Source: an optimization exercise on an open RTL-to-GDS flow (aim: small area, a short achievable clock period and few clock cycles per item). Production flows keep margins and buffers that such runs may drop.
Only simulation tests tie the RTL to the original design; equivalence was not proved.
Power is estimated from default activity; no workload was simulated.

===== design/flow/constraint.sdc =====
create_clock -name core_clock -period 13.0 [get_ports {i_clk}]
set_input_delay 2.6000 -clock core_clock [delete_from_list [all_inputs] [get_ports {i_clk}]]
set_output_delay 2.6000 -clock core_clock [all_outputs]
set_load 0.01 [all_outputs]

===== design/flow/run.sh =====
#!/bin/bash
# synth_recipe.tcl (not shown) runs the flow's synth.tcl, then flattens the netlist and writes it again
# the make line also repeats each setting of config.mk as NAME=value (left out here)
make -C /OpenROAD-flow-scripts/flow DESIGN_CONFIG=/design/flow/config.mk WORK_HOME=/design/flow/orfs CLKGATE_MAP_FILE= SYNTH_SCRIPT=/design/flow/synth_recipe.tcl finish

===== design/flow/design.v =====
`default_nettype none
package tpcs_pkg;
    localparam int PLATE_WIDTH_DEF  = 256;
    localparam int PLATE_HEIGHT_DEF = 256;
    localparam int RAW_W      = 10;
    localparam int PRESS_W    = 12;
    localparam int POS_W      = 16;
    localparam int ALPHA_W    = 9;
    localparam int INV_W      = 2;
    localparam int CFG_IDX_W  = 3;
    localparam int CFG_DATA_W = 12;
    localparam int Q_W    = 24;   
    localparam int QB     = 25;   
    localparam int SP_W   = 25;   
    localparam int PR_W   = 35;   
    localparam logic [ALPHA_W-1:0] ALPHA_ONE = 9'd256;
    localparam logic [CFG_IDX_W-1:0] CFG_MIN_PRESSURE = 3'd0;
    localparam logic [CFG_IDX_W-1:0] CFG_RAW_X_MIN    = 3'd1;
    localparam logic [CFG_IDX_W-1:0] CFG_RAW_X_MAX    = 3'd2;
    localparam logic [CFG_IDX_W-1:0] CFG_RAW_Y_MIN    = 3'd3;
    localparam logic [CFG_IDX_W-1:0] CFG_RAW_Y_MAX    = 3'd4;
    localparam logic [CFG_IDX_W-1:0] CFG_INVERT_MASK  = 3'd5;
    localparam logic [CFG_IDX_W-1:0] CFG_FILTER_ALPHA = 3'd6;
    localparam logic [PRESS_W-1:0] MIN_PRESSURE_RST = 12'd10;
    localparam logic [RAW_W-1:0]   RAW_MIN_RST      = 10'd0;
    localparam logic [RAW_W-1:0]   RAW_MAX_RST      = 10'd1023;
    localparam logic [INV_W-1:0]   INVERT_RST       = 2'd0;
    localparam logic [ALPHA_W-1:0] ALPHA_RST        = 9'd64;
endpackage
`default_nettype wire
`default_nettype none
module touch_position_calibrate_smooth_unit #(
    parameter int PLATE_WIDTH  = tpcs_pkg::PLATE_WIDTH_DEF,
    parameter int PLATE_HEIGHT = tpcs_pkg::PLATE_HEIGHT_DEF
) (
    input  logic                                i_clk,
    input  logic                                i_rst_n,
    input  logic                                i_valid,
    output logic                                     o_stall,
    input  logic [tpcs_pkg::RAW_W-1:0]          i_raw_x,
    input  logic [tpcs_pkg::RAW_W-1:0]          i_raw_y,
    input  logic [tpcs_pkg::PRESS_W-1:0]        i_pressure,
    output logic                                     o_valid,
    input  logic                                i_stall,
    output logic                                     o_valid_res,
    output logic signed [tpcs_pkg::POS_W-1:0]        o_pos_x,
    output logic signed [tpcs_pkg::POS_W-1:0]        o_pos_y,
    input  logic                                i_cfg_we,
    input  logic [tpcs_pkg::CFG_IDX_W-1:0]      i_cfg_idx,
    input  logic [tpcs_pkg::CFG_DATA_W-1:0]     i_cfg_data
);
    localparam int RAW_W = tpcs_pkg::RAW_W;
    localparam int SP_W  = tpcs_pkg::SP_W;
    function automatic int tpcs_axis_nregs(input logic [25:0] m);
        int n;
        n = 0;
        for (int i = 0; i < 26; i++) begin
            if (m[i]) n = n + 1;
        end
        tpcs_axis_nregs = n;
    endfunction
    localparam logic [25:0] REGB = 26'h2492492;
    localparam int NB = tpcs_axis_nregs(REGB);
    localparam int NP = NB + 2;
    logic [tpcs_pkg::PRESS_W-1:0] r_min_pressure;
    logic [RAW_W-1:0]             r_x_min;
    logic [RAW_W-1:0]             r_x_max;
    logic [RAW_W-1:0]             r_y_min;
    logic [RAW_W-1:0]             r_y_max;
    logic [tpcs_pkg::INV_W-1:0]   r_invert;
    logic [tpcs_pkg::ALPHA_W-1:0] r_alpha;
    always_ff @(posedge i_clk) begin
        if (!i_rst_n) begin
            r_min_pressure <= tpcs_pkg::MIN_PRESSURE_RST;
            r_x_min        <= tpcs_pkg::RAW_MIN_RST;
            r_x_max        <= tpcs_pkg::RAW_MAX_RST;
            r_y_min        <= tpcs_pkg::RAW_MIN_RST;
            r_y_max        <= tpcs_pkg::RAW_MAX_RST;
            r_invert       <= tpcs_pkg::INVERT_RST;
            r_alpha        <= tpcs_pkg::ALPHA_RST;
        end else if (i_cfg_we) begin
            case (i_cfg_idx)
                tpcs_pkg::CFG_MIN_PRESSURE: r_min_pressure <= i_cfg_data;
                tpcs_pkg::CFG_RAW_X_MIN:    r_x_min  <= i_cfg_data[RAW_W-1:0];
                tpcs_pkg::CFG_RAW_X_MAX:    r_x_max  <= i_cfg_data[RAW_W-1:0];
                tpcs_pkg::CFG_RAW_Y_MIN:    r_y_min  <= i_cfg_data[RAW_W-1:0];
                tpcs_pkg::CFG_RAW_Y_MAX:    r_y_max  <= i_cfg_data[RAW_W-1:0];
                tpcs_pkg::CFG_INVERT_MASK:  r_invert <= i_cfg_data[tpcs_pkg::INV_W-1:0];
                tpcs_pkg::CFG_FILTER_ALPHA: r_alpha  <= i_cfg_data[tpcs_pkg::ALPHA_W-1:0];
                default: begin
                end
            endcase
        end
    end
    logic [10:0] den_x, den_y;
    logic [9:0]  r_dmag_x, r_dmag_y;
    logic        r_dneg_x, r_dneg_y;
    logic        r_dzero_x, r_dzero_y;
    logic [8:0]  r_w;
    logic [8:0]  r_v;
    assign den_x = {1'b0, r_x_max} - {1'b0, r_x_min};
    assign den_y = {1'b0, r_y_max} - {1'b0, r_y_min};
    always_ff @(posedge i_clk) begin
        r_dmag_x  <= den_x[10] ? 10'(-den_x) : den_x[9:0];
        r_dmag_y  <= den_y[10] ? 10'(-den_y) : den_y[9:0];
        r_dneg_x  <= den_x[10];
        r_dneg_y  <= den_y[10];
        r_dzero_x <= (den_x == '0);
        r_dzero_y <= (den_y == '0);
        r_w       <= (r_alpha > tpcs_pkg::ALPHA_ONE) ? tpcs_pkg::ALPHA_ONE : r_alpha;
        r_v       <= (r_alpha > tpcs_pkg::ALPHA_ONE) ? 9'd0 : tpcs_pkg::ALPHA_ONE - r_alpha;
    end
    logic r_out_valid;
    logic r_out_touch;
    logic adv;
    assign adv = !(r_out_valid && i_stall);
    logic             r_skid_valid;
    logic [RAW_W-1:0] r_skid_x, r_skid_y;
    logic             r_skid_touch;
    logic             r_s0_valid;
    logic [RAW_W-1:0] r_s0_x, r_s0_y;
    logic             r_s0_touch;
    logic             accept;
    logic             in_touch;
    assign o_stall  = r_skid_valid;
    assign accept   = i_valid && !r_skid_valid;
    assign in_touch = (i_pressure >= r_min_pressure);
    always_ff @(posedge i_clk) begin
        if (!i_rst_n) begin
            r_skid_valid <= 1'b0;
            r_s0_valid   <= 1'b0;
        end else if (adv) begin
            r_skid_valid <= 1'b0;
            r_s0_valid   <= r_skid_valid || accept;
        end else if (accept) begin
            r_skid_valid <= 1'b1;
        end
    end
    always_ff @(posedge i_clk) begin
        if (adv) begin
            if (r_skid_valid) begin
                r_s0_x     <= r_skid_x;
                r_s0_y     <= r_skid_y;
                r_s0_touch <= r_skid_touch;
            end else begin
                r_s0_x     <= i_raw_x;
                r_s0_y     <= i_raw_y;
                r_s0_touch <= in_touch;
            end
        end else if (accept) begin
            r_skid_x     <= i_raw_x;
            r_skid_y     <= i_raw_y;
            r_skid_touch <= in_touch;
        end
    end
    logic [NP:1] r_pv;
    logic [NP:1] r_pt;
    always_ff @(posedge i_clk) begin
        if (!i_rst_n) begin
            r_pv <= '0;
        end else if (adv) begin
            r_pv <= {r_pv[NP-1:1], r_s0_valid};
        end
    end
    always_ff @(posedge i_clk) begin
        if (adv) begin
            r_pt <= {r_pt[NP-1:1], r_s0_touch};
        end
    end
    logic r_primed;
    logic last_touch;
    logic seed;
    logic [8:0] w_eff;
    logic [8:0] v_eff;
    assign last_touch = r_pv[NP] && r_pt[NP];
    assign seed       = !(r_primed || last_touch);
    assign w_eff      = seed ? tpcs_pkg::ALPHA_ONE : r_w;
    assign v_eff      = r_primed ? r_v : 9'd0;
    always_ff @(posedge i_clk) begin
        if (!i_rst_n) begin
            r_primed <= 1'b0;
        end else if (adv && last_touch) begin
            r_primed <= 1'b1;
        end
    end
    logic signed [SP_W-1:0] sp_x, sp_y;
    tpcs_axis #(.REGB(REGB)) u_x (
        .i_clk  (i_clk),
        .i_en   (adv),
        .i_clr  (!i_rst_n),
        .i_upd  (adv && last_touch),
        .i_raw  (r_s0_x),
        .i_lo   (r_x_min),
        .i_hi   (r_x_max),
        .i_inv  (r_invert[0]),
        .i_dmag (r_dmag_x),
        .i_dneg (r_dneg_x),
        .i_dzero(r_dzero_x),
        .i_w    (w_eff),
        .i_v    (v_eff),
        .o_sp   (sp_x)
    );
    tpcs_axis #(.REGB(REGB)) u_y (
        .i_clk  (i_clk),
        .i_en   (adv),
        .i_clr  (!i_rst_n),
        .i_upd  (adv && last_touch),
        .i_raw  (r_s0_y),
        .i_lo   (r_y_min),
        .i_hi   (r_y_max),
        .i_inv  (r_invert[1]),
        .i_dmag (r_dmag_y),
        .i_dneg (r_dneg_y),
        .i_dzero(r_dzero_y),
        .i_w    (w_eff),
        .i_v    (v_eff),
        .o_sp   (sp_y)
    );
    always_ff @(posedge i_clk) begin
        if (!i_rst_n) begin
            r_out_valid <= 1'b0;
        end else if (adv) begin
            r_out_valid <= r_pv[NP];
        end
    end
    always_ff @(posedge i_clk) begin
        if (adv) begin
            r_out_touch <= r_pt[NP];
        end
    end
    function automatic logic [15:0] pos_of(input logic signed [SP_W-1:0] sp);
        if (!sp[SP_W-1] && sp[SP_W-2]) begin
            pos_of = 16'h7FFF;
        end else begin
            pos_of = sp[SP_W-2:8];
        end
    endfunction
    assign o_valid     = r_out_valid;
    assign o_valid_res = r_out_touch;
    assign o_pos_x     = r_out_touch ? pos_of(sp_x) : '0;
    assign o_pos_y     = r_out_touch ? pos_of(sp_y) : '0;
endmodule
module tpcs_axis #(
    parameter logic [25:0] REGB = 26'h3FFFFFF
) (
    input  logic                     i_clk,
    input  logic                     i_en,
    input  logic                     i_clr,
    input  logic                     i_upd,
    input  logic [9:0]               i_raw,
    input  logic [9:0]               i_lo,
    input  logic [9:0]               i_hi,
    input  logic                     i_inv,
    input  logic [9:0]               i_dmag,
    input  logic                     i_dneg,
    input  logic                     i_dzero,
    input  logic [8:0]               i_w,
    input  logic [8:0]               i_v,
    output logic signed [24:0]       o_sp
);
    localparam int QB   = tpcs_pkg::QB;
    localparam int SP_W = tpcs_pkg::SP_W;
    localparam int PR_W = tpcs_pkg::PR_W;
    logic [10:0] num;
    logic [9:0]  nmag;
    logic        nneg;
    assign num  = i_inv ? ({1'b0, i_hi} - {1'b0, i_raw}) : ({1'b0, i_raw} - {1'b0, i_lo});
    assign nneg = num[10];
    assign nmag = nneg ? 10'(-num) : num[9:0];
    wire  [9:0]    b_r   [0:25];
    wire  [3:0]    b_n   [0:25];
    wire  [QB-1:0] b_q   [0:25];
    wire           b_sgn [0:25];
    wire           b_ovf [0:25];
    wire  [9:0]    c_r   [0:25];
    wire  [3:0]    c_n   [0:25];
    wire  [QB-1:0] c_q   [0:25];
    wire           c_sgn [0:25];
    wire           c_ovf [0:25];
    assign c_r[0]   = {4'd0, nmag[9:4]};
    assign c_n[0]   = nmag[3:0];
    assign c_q[0]   = '0;
    assign c_sgn[0] = nneg ^ i_dneg;
    assign c_ovf[0] = ({4'd0, nmag[9:4]} >= i_dmag);
    for (genvar b = 0; b <= 25; b++) begin : g_bd
        if (REGB[b]) begin : g_reg
            logic [9:0]    r_r;
            logic [3:0]    r_n;
            logic [QB-1:0] r_q;
            logic          r_sgn;
            logic          r_ovf;
            always_ff @(posedge i_clk) begin
                if (i_en) begin
                    r_r   <= c_r[b];
                    r_n   <= c_n[b];
                    r_q   <= c_q[b];
                    r_sgn <= c_sgn[b];
                    r_ovf <= c_ovf[b];
                end
            end
            assign b_r[b]   = r_r;
            assign b_n[b]   = r_n;
            assign b_q[b]   = r_q;
            assign b_sgn[b] = r_sgn;
            assign b_ovf[b] = r_ovf;
        end else begin : g_wire
            assign b_r[b]   = c_r[b];
            assign b_n[b]   = c_n[b];
            assign b_q[b]   = c_q[b];
            assign b_sgn[b] = c_sgn[b];
            assign b_ovf[b] = c_ovf[b];
        end
    end
    for (genvar j = 0; j < 25; j++) begin : g_row
        logic [10:0] t;
        logic [10:0] d;
        logic        ge;
        assign t  = {b_r[j], (j < 4) ? b_n[j][3] : 1'b0};
        assign d  = t - {1'b0, i_dmag};
        assign ge = !d[10];
        assign c_r[j+1]   = ge ? d[9:0] : t[9:0];
        assign c_n[j+1]   = {b_n[j][2:0], 1'b0};
        assign c_q[j+1]   = b_q[j] | (QB'(ge) << (QB - 1 - j));
        assign c_sgn[j+1] = b_sgn[j];
        assign c_ovf[j+1] = b_ovf[j];
    end
    logic [QB-1:0]          qf;
    logic [QB-1:0]          qr;
    logic signed [QB+1:0]   qs;
    logic signed [QB+1:0]   m;
    logic signed [SP_W-1:0] mp;
    logic signed [SP_W-1:0] r_mp;
    assign qf = b_q[25];
    assign qr = {1'b0, qf[QB-1:1]} + QB'(qf[0]);
    assign qs = b_sgn[25] ? -$signed({2'b00, qr}) : $signed({2'b00, qr});
    assign m  = qs - 27'sd524288;
    always_comb begin
        if (i_dzero) begin
            mp = 25'sd128;
        end else if (b_ovf[25]) begin
            mp = b_sgn[25] ? (-25'sd8388608 + 25'sd128) : (25'sd8388607 + 25'sd128);
        end else if (m > 27'sd8388607) begin
            mp = 25'sd8388607 + 25'sd128;
        end else if (m < -27'sd8388608) begin
            mp = -25'sd8388608 + 25'sd128;
        end else begin
            mp = 25'(m + 27'sd128);
        end
    end
    always_ff @(posedge i_clk) begin
        if (i_en) begin
            r_mp <= mp;
        end
    end
    logic signed [PR_W-1:0] pw;
    logic signed [PR_W-1:0] r_pw;
    assign pw = $signed({1'b0, i_w}) * r_mp;
    always_ff @(posedge i_clk) begin
        if (i_en) begin
            r_pw <= pw;
        end
    end
    logic signed [SP_W-1:0] r_sp;
    logic signed [PR_W-1:0] pv;
    logic signed [PR_W-1:0] sum;
    assign pv  = $signed({1'b0, i_v}) * r_sp;
    assign sum = pv + r_pw + 35'sd128;
    always_ff @(posedge i_clk) begin
        if (i_clr) begin
            r_sp <= '0;
        end else if (i_upd) begin
            r_sp <= sum[SP_W+7:8];
        end
    end
    assign o_sp = r_sp;
endmodule
`default_nettype wire

===== design/flow/config.mk =====
export PLATFORM = sky130hd
export DESIGN_NAME = touch_position_calibrate_smooth_unit
export DESIGN_NICKNAME = touch_position_calibrate_smooth_unit
export VERILOG_FILES = /design/flow/design.v
export SDC_FILE = /design/flow/constraint.sdc
export NUM_CORES = 4
export LEC_CHECK = 0
export CAP_MARGIN = 20
export CORE_MARGIN = 2
export CORE_UTILIZATION = 40
export SLEW_MARGIN = 20

==> notes.md <==
==> routing by layer <==
layer / up-vias / global-route usage / part of all wire
met4: 0 / 0.0553 / 0.026
met3: 293 / 0.0205 / 0.039
li1: 31800 / - / -
met1: 31800 / 0.253 / 0.47
met5: - / 0 / 0
met2: 1202 / 0.320 / 0.47
==> through the flow <==
step / power, µW / setup WS (ps) / area [µm²]
floorplan: 20000 / 3330 / 88800
global placement: 23000 / 3520 / 92600
detailed placement: 23700 / 3610 / 92600
CTS: 26700 / 3580 / 96100
global route: 29300 / 2840 / 96200
finish: 26700 / 3550 / 96200
==> power by group through the flow <==
| stage | registers [µW] | logic (µW) | clock network, µW |
|---|---|---|---|
| after floorplan | 4840 | 15200 | 0 |
| after global routing | 5340 | 20900 | 3070 |
| after detailed placement | 5300 | 18400 | 0 |
| after CTS | 5260 | 18500 | 2990 |
| after global placement | 5280 | 17700 | 0 |
| final | 5260 | 18600 | 2890 |
==> registers in the layout (all words and copies together) (netlist names), 11 cells and up <==
register / count
u_y.g_bd.g_reg.r_q: 117
u_x.g_bd.g_reg.r_r: 80
u_x.r_mp: 25
u_x.r_pw: 33
u_y.r_pw: 33
r_pt: 11
u_x.g_bd.g_reg.r_q: 117
u_y.r_sp: 25
u_y.r_mp: 25
r_pv: 11
u_x.r_sp: 25
u_y.g_bd.g_reg.r_r: 80
r_min_pressure: 12
==> cell families (layout without fill, tap and decap cells) <==
kind of cell / Yosys count / in the layout / share of synthesized area
AO/OA/AOI/OAI: 1544 / 1544 / 0.114
XOR/XNOR: 576 / 576 / 0.0570
adder cells (fa/ha/maj): 1689 / 1689 / 0.306
buffers and inverters: 1676 / 1676 / 0.0718
flip-flops: 775 / 775 / 0.243
multiplexers: 371 / 371 / 0.0462
other: 1 / 6 / 0.0000423
AND/OR/NAND/NOR: 2813 / 2813 / 0.162
==> Yosys cell counts, types with 44 or more instances <==
library cell	count	share of area
sky130_fd_sc_hd__edfxtp_1	606	0.21
sky130_fd_sc_hd__buf_1	51	0.0022
sky130_fd_sc_hd__inv_1	1318	0.056
sky130_fd_sc_hd__mux2i_1	60	0.0068
sky130_fd_sc_hd__a21oi_1	323	0.018
sky130_fd_sc_hd__o21a_1	196	0.017
sky130_fd_sc_hd__clkbuf_1	274	0.012
sky130_fd_sc_hd__nor2_1	409	0.017
sky130_fd_sc_hd__and2_1	274	0.019
sky130_fd_sc_hd__nand2b_1	118	0.0083
sky130_fd_sc_hd__a21o_1	150	0.013
sky130_fd_sc_hd__mux2_2	310	0.039
sky130_fd_sc_hd__fa_1	800	0.18
sky130_fd_sc_hd__dfxtp_1	169	0.038
sky130_fd_sc_hd__a21boi_0	123	0.010
sky130_fd_sc_hd__nor3_1	154	0.0087
sky130_fd_sc_hd__ha_1	889	0.13
sky130_fd_sc_hd__nand3_1	121	0.0068
sky130_fd_sc_hd__xor2_1	200	0.020
sky130_fd_sc_hd__nand2_1	938	0.040
sky130_fd_sc_hd__nor4_1	44	0.0031
sky130_fd_sc_hd__xnor2_1	374	0.037
sky130_fd_sc_hd__o21ai_0	377	0.021
sky130_fd_sc_hd__o31ai_1	89	0.0075
sky130_fd_sc_hd__a31oi_1	44	0.0031
sky130_fd_sc_hd__nor2b_1	188	0.013
sky130_fd_sc_hd__and3_1	335	0.024
==> final cells by class <==
class                      instances  share of cell area
clock buffer                     117              0.0268
timing repair buffer             169              0.0157
tap                             2958              0.0385
sequential                       775               0.224
multi-input combinational       6995               0.634
clock inverter                    66             0.00896
antenna                            4            0.000104
inverter                        1324              0.0517
==> worst min path at each step <==
| stage | end | slack, ps |
|---|---|---|
| detailed placement | u_x.g_bd[16].g_reg.r_q[22]$_DFFE_PN_ | 400 |
| global placement | r_pt[9]$_DFFE_PN_ | 400 |
| global route | u_x.g_bd[19].g_reg.r_q[15]$_DFFE_PN_ | 380 |
| CTS | u_x.g_bd[22].g_reg.r_q[19]$_DFFE_PN_ | 370 |
| floorplan | r_pt[10]$_DFFE_PN_ | 400 |
| finish | u_x.g_bd[22].g_reg.r_q[19]$_DFFE_PN_ | 370 |
==> parameters.txt <==
Parameter                              Value

Final layout
  Area occupied by multi-input gates ... 0.0610 mm²
  Number of fillers in the final layout ... 21000
  Commonest cells after routing, fill and taps aside ... sky130_fd_sc_hd__inv_1, sky130_fd_sc_hd__nand2_1, sky130_fd_sc_hd__ha_1
  Cell Count, Final, Fillers Out ... 12400
  Post-Route Utilization ... 0.437
  Post-synthesis to final-layout area growth ... 8.39%
  Sequential cell area ... 0.0216 mm²
  Most common library cell in the layout ignoring fill and taps ... sky130_fd_sc_hd__inv_1
  Final nets ... 11100
  Share of cells above drive strength 1 ... 0.0706

Critical path
  Worst endpoint data arrival time ... 9940 ps
  Maximum net fanout on the critical path ... 46
  Crit path capture type ... flip-flop
  Register-to-register path setup slack ... 3550 ps
  Crit path max-delay cell type ... sky130_fd_sc_hd__or4b_2
  Required time of the critical path ... 13490 ps
  Category of the worst setup path launch point ... flip-flop
  R2r worst-path depth ... 38
  Kind of critical path ... flip-flop to flip-flop
  Levels on crit path ... 38
  Largest delay contributor family on the critical path ... compound AO/OA/AOI/OAI gates
  Start point of the critical path ... r_dmag_x[0]$_DFF_P_
  End of the worst register-to-register path ... u_x.g_bd[4].g_reg.r_r[7]$_DFFE_PN_
  Crit Reg-Reg Startpoint ... r_dmag_x[0]$_DFF_P_
  Crit path capture ... u_x.g_bd[4].g_reg.r_r[7]$_DFFE_PN_
  Critical path buffer and inverter count ... 4
  Longest individual stage delay on the worst path ... 670 ps

CTS
  CTS H-tree depth ... 3
  Number of buffers created by CTS ... 97
  Hold-fix buffers, CTS ... 0
  CTS Buffer Depth ... 3
  Clock root buffer ... sky130_fd_sc_hd__clkbuf_16
  Number of setup buffers added after CTS ... 0
  Clock transition time at the flip-flop clock pins of the worst setup and hold paths ... 60 ps
  Total number of clock tree sinks ... 775
  Post-cts repair resize count ... 0
  Clock tree from TritonCTS ... built
  Insertion delay of the later-clocked pin in the worst-skew pair ... 730 ps

Synthesis
  Number of synthesized flops with an enable pin ... 606
  Yosys reg bits ... 775
  Share of synthesized area occupied by flip-flops and latches ... 0.243
  Syn. warnings ... 2
  Number of instances in the synthesized netlist ... 9445
  Average footprint of a synthesized cell ... 9.40 µm²
  Most instantiated flip-flop cell in the synthesis netlist ... sky130_fd_sc_hd__edfxtp_1
  Number of distinct library cells after synthesis ... 108
  Async set-or-reset flop fraction in the synthesized netlist ... 0
  Post-Syn Area ... 0.0887 mm²

STA
  Part of the cycle the worst path needs ... 0.727
  Setup repair after global routing missed its margin ... false
  Max Clock Skew ... 51.3 ps
  Headroom to the max-slew limit ... 0.281
  Max-slew violations ... 0
  Upper clock frequency limit ... 106 MHz
  Least-Margin Pin Slew ... 1080 ps
  Worst hold slack across all endpoints ... 371 ps
  Final setup vio count ... 0
  Total negative slack ... 0 ps
  Final critical path time including I/O delays and setup ... 9450 ps
  Final hold violations ... 0

GRT
  Antenna violations before repair ... 6
  Largest net degree at the start of global routing ... 185
  Total overflow reported by the global router ... 0
  Wire length of the first global-routing pass ... 349000 µm
  Vias in the first global route ... 66700
  GRT Resource Usage Total ... 0.189

Detailed routing
  Number of DRC markers after the initial detailed-route iteration ... 3403
  Average vias per placed instance ... 5.25
  Total Routed Length ... 211000 µm
  Remaining antenna violation count after routing ... 0
  Routed length per placed instance ... 17.0 µm
  Total via count in the routed design ... 65100
  First-pass detailed-route iteration total ... 5
  Remaining design rule violation count ... 0

Status
  Outcome ... no timing/DRC/antenna violations

Pwr
  Reg power frac ... 0.197
  Leakage power ... 0.0440 µW
  Clock power share ... 0.108
  Power Internal ... 15300 µW
  Max VDD drop ... 0.281 mV
  Gate power share ... 0.695
  Power Density ... 278 mW/mm²
  Switching power ... 11400 µW
  Fraction of power spent switching nets ... 0.428

Placement
  Number of port buffers ... 86
  Post-placement cell count ... 12200
  Final estimated routing congestion in global placement ... 0.851
  Dpl hpwl ... 156000 µm

Floorplan
  Die H ... 475 µm
  Number of cell rows ... 172
  Full die area ... 0.226 mm²
  Die boundary width ... 475 µm
  Effective utilization at floorplan ... 0.403
  Core area ... 0.220 mm²
  Number of ports placed on the die boundary ... 87

Min path
  Hold path startpoint ... u_x.g_bd[19].g_reg.r_q[19]$_DFFE_PN_
  Hold Crit Class ... flip-flop to flip-flop
  Hold Crit Depth ... 0

Run
  # Max-Cap Violations ... 0
Testbench counts, summed over its fixed seeds: cycles 1,704, items 1,600.

## what the ideal ports hide
The flow's constraints put no driver on any port. The routed layout listed below was extracted and timed again, unchanged, in two steps.
Step 1 (the two cells are an assumption about what drives the block):
set clk [get_ports {i_clk}]
set_driving_cell -lib_cell sky130_fd_sc_hd__clkbuf_16 $clk
set_driving_cell -lib_cell sky130_fd_sc_hd__buf_2 [delete_from_list [all_inputs] $clk]
Step 2 moves the port delays by t, midway between the first and last clock arrival at a register: inputs arrive t later, outputs are due t later. That takes back most of the time a late clock gives input paths.
a / b / c = ideal / step 1 / step 2; a / b = the first two.
t, ns: 0.791
setup slack, ns: 3.549 / 3.549 / 3.549
worst data-port slew with drivers (ns): 0.14
cell pins on the clock port's net: 1
After both steps this run still meets setup and hold. The setup slack of this run moves by 0.000 ns with the drivers and by 0.000 ns with both steps.
